What follows belongs to an exercise in optimizing a design on an open flow for small area, a short achievable clock period and few clock cycles per item; a production flow would make more cautious choices.
No functional check of the RTL was part of any run shown here.
Power and IR drop assume default switching activity.

==> flow/design.v, too long to show whole: its modules and the start of the top module <==
// module mul_tree: 2463 lines
// module mac_pipeline: 80 lines
// module nn_accel: 415 lines
module nn_accel (
    input  logic         clk_i,
    input  logic         rst_i,
    input  logic         cmd_strobe_i,
    input  logic [31:0]  cmd_addr_i,
    output logic         mem_req_strobe_o,
    output logic         mem_req_rw_o,
    output logic [31:0]  mem_req_addr_o,
    output logic [31:0]  mem_req_wdata_o,
    input  logic         mem_rsp_ready_i,
    input  logic [127:0] mem_rsp_line_i,
    output logic         done_o,
    output logic [31:0]  class_o
);
  // ...
==> flow/flow/run.sh <==
#!/bin/bash
set -euo pipefail
export SETUP_SLACK_MARGIN=8
bash standard.sh > standard_flow.log 2>&1
==> flow/standard.sh <==
#!/bin/bash
# synth_recipe.tcl (not shown) runs the flow's synth.tcl, then flattens the netlist and writes it again
# the make line also repeats each setting of config.mk as NAME=value (left out here)
make -C /OpenROAD-flow-scripts/flow DESIGN_CONFIG=/design/flow/config.mk WORK_HOME=/design/flow/orfs CLKGATE_MAP_FILE= SYNTH_SCRIPT=/design/flow/synth_recipe.tcl "${@:-finish}"
==> flow/config.mk <==
export PLATFORM = sky130hd
export DESIGN_NAME = nn_accel
export DESIGN_NICKNAME = nn_accel
export VERILOG_FILES = /design/flow/design.v
export SDC_FILE = /design/flow/constraint.sdc
export NUM_CORES = 4
export LEC_CHECK = 0
export CAP_MARGIN = 20
export CORE_MARGIN = 2
export CORE_UTILIZATION = 55
export SLEW_MARGIN = 20
==> flow/constraint.sdc <==
create_clock -name core_clock -period 12.0 [get_ports {clk_i}]
set_input_delay 2.4000 -clock core_clock [delete_from_list [all_inputs] [get_ports {clk_i}]]
set_output_delay 2.4000 -clock core_clock [all_outputs]
set_load 0.01 [all_outputs]
==> results by group, run 1 <==
Pwr
  • Comb pwr share: 0.590
  • Power Density: 311 nW/um2
  • Comb pwr: 19.1 mW

Logic synthesis
  • Post-synth EDFFs: 1231
  • Adder-Cell Fraction of Synth Area: 0.131
  • Seq/Total Area, Yosys: 0.492
  • Post-synth top area share: 0.409
  • Synth cell count leaders: edfxtp_1 (1231), a22oi_1 (718), nand2_1 (531)
  • Ys Warns: 5

Global routing
  • Initial antenna violation count: 18
  • Largest net degree at the start of global routing: 94
  • Gr usage total: 0.327

Min path
  • Worst Hold Launch: e0_last
  • Hold Crit Depth: 0
  • Type of the tightest min-delay check: reg2reg

Finish
  • ANT cells: 1
  • Seq area share: 0.428
  • Leading cell types in the layout, fill and taps excluded: edfxtp_1 (1231), a22oi_1 (677), nand2_1 (526)
  • Fin cells: 10364
  • Signal inverters: 455
  • Seq. cell area: 44700 um2
  • Multi-input gates: 5212
  • Max FFs per register: 384

Setup path
  • CP arrival: 5.23 ns
  • Crit Path Class: reg2reg

Timing
  • Final Cycle Share: 0.378
  • Final setup margin: 7.46 ns
  • Max-slew headroom: 0.280

Routing
  • Drt pass-1 iters: 7
  • DR WL/cell: 27.1 um
  • Met3 WL: 24300 um
  • DRC: 0
  • Routed WL: 280000 um

Place
  • DP Wirelength: 179000 um
  • Setup WS pre-CTS: 6.30 ns
  • GPL Wtd Cong: 0.901

Clock network
  • Post-cts resize count: 422
  • CTS Sinks: 1609
  • TritonCTS clock tree: yes

Floorplanning
  • N_taps: 2175

Run status
  • Status: finished clean
==> run 2, diff against run 1 <==
==> flow/flow/run.sh (replaced) <==
#!/bin/bash
set -euo pipefail
export SETUP_SLACK_MARGIN=8
export BUFFER_PORTS_ARGS="-buffer_cell sky130_fd_sc_hd__buf_4"
bash standard.sh > standard_flow.log 2>&1
==> results by group, run 2 <==
Setup path
  • Crit Path Class: reg2reg (unchanged)
  • CP arrival: 5.35 ns (was 5.23 ns)
  • CP required: 12.67 ns (was 12.69 ns)
  • CP max stage cell: fa_1 (unchanged)
  • Crit end category: register (unchanged)
  • Largest fanout on the critical path: 17 (was 32)
  • Worst Setup Start Kind: register (unchanged)
  • Largest stage delay, worst path: 0.57 ns (was 0.55 ns)
  • Top delay family on crit path: compound AO/OA/AOI/OAI gates (was adder cells)
  • Cells along the critical path: buf_12, a22oi_2, xor2_1, fa_1, fa_1, inv_2, ha_4, a21o_1, a21o_1, a21oi_2, o31ai_4, and2_4, o21a_1, nor2_1, ha_1, nand2_2, nor2_2, o211a_1, a211oi_4, o21ai_2, a21boi_1 (was clkbuf_8, a22oi_1, xnor2_1, fa_1, inv_1, fa_1, inv_2, ha_4, nand4_1, o31ai_4, and2_4, o21a_1, nor2_1, ha_1, nand2_2, nor2_4, o211a_1, a211oi_2, o21ai_2, a21boi_2)
  • CP Buf/Inv Count: 2 (was 3)

Finish
  • Layout cells sized above 1: 0.153 (was 0.134)
  • Leading cell types in the layout, fill and taps excluded: edfxtp_1 (1231), a22oi_1 (686), nand2_1 (527) (was edfxtp_1 (1231), a22oi_1 (677), nand2_1 (526))
  • Fill cells: 12817 (was 12651)
  • Top reg by flops: slot_q (unchanged)
  • Max FFs per register: 384 (unchanged)
  • Nets: 8886 (was 8935)
  • Layout area overhead: 14.5% (was 15.6%)
  • Multi-input gate area in the final layout: 43500 um2 (about the same)
  • Leading cell type in the layout, fill and taps excluded: edfxtp_1 (unchanged)
  • Seq. cell area: 44700 um2 (about the same)

Logic synthesis
  • Count leader, synth: edfxtp_1 (unchanged)
  • Avg Cell Area, Syn: 11.6 um2 (unchanged)
  • Library cells used by synthesis: 92 (unchanged)
  • Post-synth top area share: 0.409 (unchanged)
  • Top area cells in the synthesized netlist: edfxtp_1 (41%), dfxtp_1 (8.4%), fa_1 (8.2%) (unchanged)
  • Cell taking the most area after synthesis: edfxtp_1 (unchanged)
  • Ys Warns: 5 (unchanged)
  • Seq/Total Area, Yosys: 0.492 (unchanged)
  • Post-synth EDFFs: 1231 (unchanged)
  • Mapped Area: 90400 um2 (unchanged)
  • Synth cell count leaders: edfxtp_1 (1231), a22oi_1 (718), nand2_1 (531) (unchanged)
  • Yosys reg bits: 1609 (unchanged)
  • Synth async-reset ratio: 0 (unchanged)
  • Cells after synthesis: 7802 (unchanged)
  • Main synth FF type: edfxtp_1 (unchanged)

Timing
  • Final Hold Fails: 0 (unchanged)
  • Hold slack: 0.305 ns (was 0.324 ns)
  • Slew Limit Fails: 0 (unchanged)
  • Unrepaired setup endpoints after global routing: yes (unchanged)
  • Skew final: 0.0593 ns (was 0.0447 ns)
  • Total negative setup slack: 0 ns (unchanged)
  • Highest clock rate: 0.214 GHz (was 0.220 GHz)
  • Final Cycle Share: 0.390 (was 0.378)
  • Final setup fails: 0 (unchanged)
  • Worst Max-Slew Pin Slew: 1.08 ns (about the same)
  • Min Tclk post-route: 4.67 ns (was 4.54 ns)
  • Max-slew headroom: 0.275 (was 0.280)

Pwr
  • Total leakage power: 38.3 nW (was 38.5 nW)
  • Power Density: 312 nW/um2 (was 311 nW/um2)
  • Total power draw: 32.3 mW (was 32.5 mW)
  • Peak supply drop: 0.000593 V (was 0.000668 V)

Global routing
  • Vias in the first global route: 63743 (was 63979)
  • Largest net degree at the start of global routing: 85 (was 94)
  • Gr ovfl total: 0 (unchanged)
  • First-pass GRT wire length: 406000 um (was 410000 um)
  • Initial antenna violation count: 25 (was 18)
  • Gr usage total: 0.323 (was 0.327)

Floorplanning
  • Die Span Y: 410 um (unchanged)
  • I/O pin cnt: 263 (unchanged)
  • Die area: 168000 um2 (unchanged)
  • # rows: 148 (unchanged)
  • Core area: 163000 um2 (unchanged)
  • Die W: 410 um (unchanged)
  • Initial Utilization: 0.555 (unchanged)

Routing
  • DR WL/cell: 26.9 um (was 27.1 um)
  • Antenna Violating Nets Remaining: 0 (unchanged)
  • DRC: 0 (unchanged)
  • Vias: 64577 (was 64927)
  • Vias per cell: 6.26 (about the same)
  • Initial DRC count: 7044 (was 7330)
  • Routed WL: 278000 um (was 280000 um)
  • Drt pass-1 iters: 9 (was 7)

Place
  • DP Wirelength: 177000 um (was 179000 um)
  • GPL Wtd Cong: 0.894 (was 0.901)
  • Buffers on Ports: 229 (unchanged)

Flow run
  • MaxCap Viol Count: 0 (unchanged)

Min path
  • Type of the tightest min-delay check: reg2reg (unchanged)

Clock network
  • Register clock-pin slew on the reported worst setup and hold paths: 0.06 ns (about the same)
  • CTS Sinks: 1609 (unchanged)
  • Root Driver: clkbuf_16 (unchanged)
  • Worst-Skew Late Latency: 0.84 ns (was 0.85 ns)
  • TritonCTS clock tree: yes (unchanged)
  • Num CTS Buffers: 170 (was 169)
  • H-tree lvl count: 4 (unchanged)
  • Clock buffer depth: 3 (unchanged)

Run status
  • Status: finished clean (unchanged)
[run 2: cell counts after synthesis]
Identical to the previous run, type by type.
[run 2: worst paths after layout]
check              from               to  slack (ns)  depth (start not counted)
max reg2reg  e0_bone[2]  u_mac.s1_c16[1]        7.33                         21
min            e0_first   u_mac.s1_first        0.30                          0
max          e0_bone[2]  u_mac.s1_c16[1]        7.33                         21
min reg2reg    e0_first   u_mac.s1_first        0.30                          0
[run 2: cell type report]
type,instances,share of cell area
diodes,2,0.0000483
well taps,2175,0.0263
clock inverters,92,0.00854
multi-input cells,5211,0.420
flip-flops and latches,1609,0.431
inverters,455,0.0169
clock buffers,225,0.0455
repair buffers,550,0.0516
[run 2: cell families (layout without fill, tap and decap cells)]
kind of cell,Yosys count,in the layout,share of synthesized area
and+or+nand+nor,1570,1572,0.0801
adders and majority gates,725,725,0.131
buffers and inverters,1012,1322,0.0435
other,1,31,0.0000415
AOI/OAI and AO/OA,1839,1839,0.138
xor gates and xnor gates,815,815,0.0789
DFF,1609,1609,0.492
muxes,231,231,0.0356
[run 2: worst reg2reg max path: cells and delay by family, from the launching register on]
kind	cells	cell delay, ns
AO/OA/AOI/OAI	10	1.70
XOR/XNOR	1	0.20
adder cells (fa/ha/maj)	4	1.55
buffers and inverters	2	0.22
flip-flops	1	0.37
AND/OR/NAND/NOR	4	0.45
[run 2: stage by stage]
stage | setup slack [ns] | instances | cell area, um2 | utilization
2_1_floorplan | 6.86 | 7830 | 90900 | -
3_3_place_gp | 5.80 | 9842 | 94300 | 0.579
3_5_place_dp | 5.75 | 9842 | 94300 | 0.579
4_1_cts | 7.36 | 10257 | 102000 | 0.627
5_1_grt | 7.16 | 10317 | 104000 | 0.635
6_report | 7.33 | 10319 | 104000 | 0.635
[run 2: what timing repair did]
item	CTS	global route
gates cloned	19	8
gates resized for setup	256	174
buffers inserted	79	52
hold buffers	0	0
pin swaps	49	78
endpoints found under the setup margin	523	282
[run 2: metal layers]
metal	vias up	global-route usage	wire length, um
li1	28733	-	-
met1	32075	0.436	112000
met2	3044	0.509	128000
met3	687	0.0656	24600
met4	38	0.135	12500
met5	-	0	221
[run 2: where the power goes]
group / total, mW / switching, mW / internal (mW) / leakage [nW]
combinational: 19.0 / 10.9 / 8.08 / 21.3
clock: 5.23 / 2.30 / 2.93 / 2.72
sequential: 8.10 / 0.638 / 7.46 / 14.3
total: 32.3 / 13.8 / 18.5 / 38.3

re-timing with driven ports:
The flow's constraints put no driver on any port. The routed layouts listed below were extracted and timed again, unchanged, in two steps. Step 1 assumes that a clkbuf_16 drives the clock port and a buf_2 every other input. Step 2 also shifts input and output timing later by t, the mid clock arrival at the registers, as if the neighbouring blocks saw the same clock. Three values: no drivers, after step 1, after step 2; two values: the first two.
run | shift t [ns] | setup WS [ns] | latest minus earliest clock arrival (ns) | cell pins on the clock port's net
run 1 | 0.905 | 7.459 / 7.459 / 7.204 | 0.060 / 0.059 | 1
run 2 | 0.897 | 7.325 / 7.325 / 7.325 | 0.066 / 0.065 | 1
After both steps setup and hold are still met in every run listed. The setup slack of run 1, which loses most, moves by 0.000 ns with the drivers and by -0.255 ns with both steps.
